This is an optimization exercise on Yosys and OpenROAD, whose aim is small area, not a production implementation.
Only simulation tests tie the RTL to the original design; equivalence was not proved.

## job 4430
==> module rf_nor2, before the edit <==
module rf_nor2 (
  input  logic a, b,
  output logic y
);
  assign y = ~(a | b);
endmodule
==> module regfile_sb, before the edit <==
module regfile_sb #(
  parameter int unsigned DATA_W = 32,
  parameter int unsigned ADDR_W = 5,
  parameter int unsigned BYPASS = 1
) (
  input  logic                Clk,
  input  logic                Rst_n,
  input  logic                WE,
  input  logic [ADDR_W-1:0]   Rw,
  input  logic [DATA_W/8-1:0] WBE,
  input  logic [DATA_W-1:0]   busW,
  input  logic [ADDR_W-1:0]   Ra,
  input  logic [ADDR_W-1:0]   Rb,
  output logic [DATA_W-1:0]   busA,
  output logic [DATA_W-1:0]   busB,
  output logic                RdyA,
  output logic                RdyB,
  input  logic                Issue,
  input  logic [ADDR_W-1:0]   Rd,
  output logic [ADDR_W:0]     PendCnt
);
  localparam int unsigned DEPTH = 1 << ADDR_W;
  localparam int unsigned NLANE = DATA_W / 8;
  localparam logic        BYP   = (BYPASS != 0);
  logic [DATA_W-1:0] regs [1:DEPTH-1];
  logic [DATA_W-1:0] regsNext [1:DEPTH-1];
  logic [DEPTH-1:1]  pend;
  logic [DEPTH-1:1]  wselR0, wselR1, dsel, selA0, selA1, selB0, selB1;
  logic [NLANE-1:0]  wbeWn;
  logic [DATA_W-1:0] wbit0, wbit1, wn;
  logic [NLANE-1:0]  lnA, lnB, lnAn, lnBn;
  logic              wrEn, isEn;
  logic              bypA, bypB, bypAn, bypBn;
  logic [2:0]        pA, pB, pRw, pRd;
  logic              pendRw, pendRd;
  logic              incr, decr;
  assign wrEn = WE && (Rw != '0);
  assign isEn = Issue && (Rd != '0);
  logic [3:0] wLon, dLon, aLon, bLon;
  logic [7:0] wHin, dHin, aHin, bHin;
  logic       rst, isEnR;
  logic [NLANE-1:0] wbeR0, wbeR1;
  assign rst   = !Rst_n;
  assign isEnR = Issue && Rst_n;
  rf_pre_ef uPreW (.a(Rw), .en(WE), .frc(rst), .lon(wLon), .hin(wHin));
  rf_fin    uFinW0 (.lon(wLon), .hin(wHin), .y(wselR0));
  rf_fin    uFinW1 (.lon(wLon), .hin(wHin), .y(wselR1));
  rf_pre_e  uPreD (.a(Rd), .en(isEnR), .lon(dLon), .hin(dHin));
  rf_fin    uFinD (.lon(dLon), .hin(dHin), .y(dsel));
  rf_pre    uPreA (.a(Ra), .lon(aLon), .hin(aHin));
  rf_fin    uFinA0 (.lon(aLon), .hin(aHin), .y(selA0));
  rf_fin    uFinA1 (.lon(aLon), .hin(aHin), .y(selA1));
  rf_pre    uPreB (.a(Rb), .lon(bLon), .hin(bHin));
  rf_fin    uFinB0 (.lon(bLon), .hin(bHin), .y(selB0));
  rf_fin    uFinB1 (.lon(bLon), .hin(bHin), .y(selB1));
  for (genvar l = 0; l < NLANE; l++) begin : gWbe
    rf_orn uE0 (.a(WBE[l]), .bn(Rst_n), .y(wbeR0[l]));
    rf_orn uE1 (.a(WBE[l]), .bn(Rst_n), .y(wbeR1[l]));
    assign wbeWn[l] = !(WBE[l] && Rst_n);
  end
  for (genvar b = 0; b < DATA_W; b++) begin : gWb
    assign wn[b] = !busW[b];
    rf_nor2 uW0 (.a(wn[b]), .b(wbeWn[b/8]), .y(wbit0[b]));
    rf_nor2 uW1 (.a(wn[b]), .b(wbeWn[b/8]), .y(wbit1[b]));
  end
  for (genvar i = 1; i < DEPTH; i++) begin : gReg
    logic [1:0] wselR;
    assign wselR[0] = wselR0[i];
    assign wselR[1] = wselR1[i];
    for (genvar l = 0; l < NLANE; l++) begin : gLane
      logic holdN;
      rf_nand2 uHn (.a(wselR[l/2]), .b(i < 16 ? wbeR0[l] : wbeR1[l]), .y(holdN));
      for (genvar b = 8*l; b < 8*l+8; b++) begin : gBit
        rf_ao22 uH (.a0(wselR[l/2]), .a1(i < 16 ? wbit0[b] : wbit1[b]), .b0(holdN),
                    .b1(regs[i][b]), .y(regsNext[i][b]));
      end
    end
    always_ff @(posedge Clk) regs[i] <= regsNext[i];
    always_ff @(posedge Clk) begin
      pend[i] <= dsel[i] || (pend[i] && !wselR[0]);
    end
  end
  assign bypA  = BYP && Rst_n && wrEn && (Rw == Ra);
  assign bypB  = BYP && Rst_n && wrEn && (Rw == Rb);
  assign bypAn = !bypA;
  assign bypBn = !bypB;
  for (genvar l = 0; l < NLANE; l++) begin : gLn
    assign lnA[l]  = bypA && WBE[l];
    assign lnB[l]  = bypB && WBE[l];
    assign lnAn[l] = !(bypA && WBE[l]);
    assign lnBn[l] = !(bypB && WBE[l]);
  end
  for (genvar b = 0; b < DATA_W; b++) begin : gRd
    logic [30:0] col;
    for (genvar i = 1; i < DEPTH; i++) begin : gCol
      assign col[i-1] = regs[i][b];
    end
    rf_rdbit uA (.d(col), .s(b < 16 ? selA0 : selA1), .byp(lnA[b/8]), .bypn(lnAn[b/8]),
                 .wn(wn[b]), .y(busA[b]));
    rf_rdbit uB (.d(col), .s(b < 16 ? selB0 : selB1), .byp(lnB[b/8]), .bypn(lnBn[b/8]),
                 .wn(wn[b]), .y(busB[b]));
  end
  rf_sel31 uPA  (.d(pend), .s(selA0), .p(pA));
  rf_sel31 uPB  (.d(pend), .s(selB1), .p(pB));
  rf_sel31 uPRw (.d(pend), .s(wselR0), .p(pRw));
  rf_sel31 uPRd (.d(pend), .s(dsel), .p(pRd));
  rf_oai31 uRA  (.p0(pA[0]), .p1(pA[1]), .p2(pA[2]), .bn(bypAn), .y(RdyA));
  rf_oai31 uRB  (.p0(pB[0]), .p1(pB[1]), .p2(pB[2]), .bn(bypBn), .y(RdyB));
  rf_or3   uORw (.p0(pRw[0]), .p1(pRw[1]), .p2(pRw[2]), .y(pendRw));
  rf_or3   uORd (.p0(pRd[0]), .p1(pRd[1]), .p2(pRd[2]), .y(pendRd));
  assign incr = isEn && !pendRd;
  assign decr = wrEn && pendRw && !(isEn && (Rd == Rw));
  always_ff @(posedge Clk) begin
    if (!Rst_n)             PendCnt <= '0;
    else if (incr && !decr) PendCnt <= PendCnt + 1'b1;
    else if (decr && !incr) PendCnt <= PendCnt - 1'b1;
  end
endmodule
Settings: LEC_CHECK=0, CAP_MARGIN=20, CORE_MARGIN=2, CORE_UTILIZATION=70, GPL_TIMING_DRIVEN=0, SLEW_MARGIN=20, SYNTH_HIERARCHICAL=1; clock period 8.0 ns.
standard.sh (not shown) runs the stock make flow with config.mk's settings and CLKGATE_MAP_FILE= SYNTH_SCRIPT=/design/flow/synth_recipe.tcl, a recipe that flattens the netlist after the stock synthesis.
==> flow/flow/run.sh <==
#!/bin/bash
set -euo pipefail
export BUFFER_PORTS_ARGS="-buffer_cell sky130_fd_sc_hd__buf_1"
export CTS_ARGS="-sink_clustering_enable -repair_clock_nets -dont_use_dummy_load -buf_list sky130_fd_sc_hd__clkbuf_8 -sink_clustering_size 16 -sink_clustering_max_diameter 70"
bash standard.sh > standard.log 2>&1
The inputs of job 5331 differ from those of job 4430 as listed below.
--- a/flow/design.v
+++ b/flow/design.v
@@ -50,9 +50,9 @@
   assign y = a | ~bn;
 endmodule
-module rf_nor2 (
+module rf_and2 (
   input  logic a, b,
   output logic y
 );
-  assign y = ~(a | b);
+  assign y = a & b;
 endmodule
 module rf_ao22 (
@@ -180,5 +180,5 @@
   logic [DEPTH-1:1]  pend;
   logic [DEPTH-1:1]  wselR0, wselR1, dsel, selA0, selA1, selB0, selB1;
-  logic [NLANE-1:0]  wbeWn;
+  logic [NLANE-1:0]  wbeW;
   logic [DATA_W-1:0] wbit0, wbit1, wn;
   logic [NLANE-1:0]  lnA, lnB, lnAn, lnBn;
@@ -210,10 +210,10 @@
     rf_orn uE0 (.a(WBE[l]), .bn(Rst_n), .y(wbeR0[l]));
     rf_orn uE1 (.a(WBE[l]), .bn(Rst_n), .y(wbeR1[l]));
-    assign wbeWn[l] = !(WBE[l] && Rst_n);
+    assign wbeW[l] = WBE[l] && Rst_n;
   end
   for (genvar b = 0; b < DATA_W; b++) begin : gWb
+    rf_and2 uW0 (.a(busW[b]), .b(wbeW[b/8]), .y(wbit0[b]));
+    rf_and2 uW1 (.a(busW[b]), .b(wbeW[b/8]), .y(wbit1[b]));
     assign wn[b] = !busW[b];
-    rf_nor2 uW0 (.a(wn[b]), .b(wbeWn[b/8]), .y(wbit0[b]));
-    rf_nor2 uW1 (.a(wn[b]), .b(wbeWn[b/8]), .y(wbit1[b]));
   end
   for (genvar i = 1; i < DEPTH; i++) begin : gReg
==> run notes <==
- Job 5331 vs. job 4430: post-placement worst setup slack saw little to no change; die area moved up; utilization shows no meaningful change; worst path setup slack after routing increased 190 ps; number of setup violations in the final report ~0 delta.

[afterwards: timing with drivers on the ports]
No port has a modelled driver above. Below, the same layouts with a new extraction and two added sets of constraints.
Step 1, drivers: a clkbuf_16 drives Clk and a buf_2 each remaining input, both assumed.
Step 2 adds t to the input delays and takes it off the output delays; t is the mean of the earliest and latest rising clock arrival at the registers after step 1. Input paths then give back, and output paths get back, about the clock's delay inside the block.
Slacks: ideal ports / drivers / drivers and shift; pairs: ideal ports / drivers.
| run | t (ns) | slack for setup (ns) | clock arrival spread, ns | worst data-port slew with drivers (ns) |
|---|---|---|---|---|
| job 4430 | 0.797 | 0.629 / 0.616 / -0.126 | 0.042 / 0.042 | 0.16 |
| job 5331 | 0.789 | 0.822 / 0.772 / 0.097 | 0.047 / 0.047 | 0.17 |
Met with ideal ports but missed after step 2: setup timing in job 4430. For job 4430, which loses most, drivers alone change the setup slack by -0.013 ns; drivers and shift together by -0.755 ns.
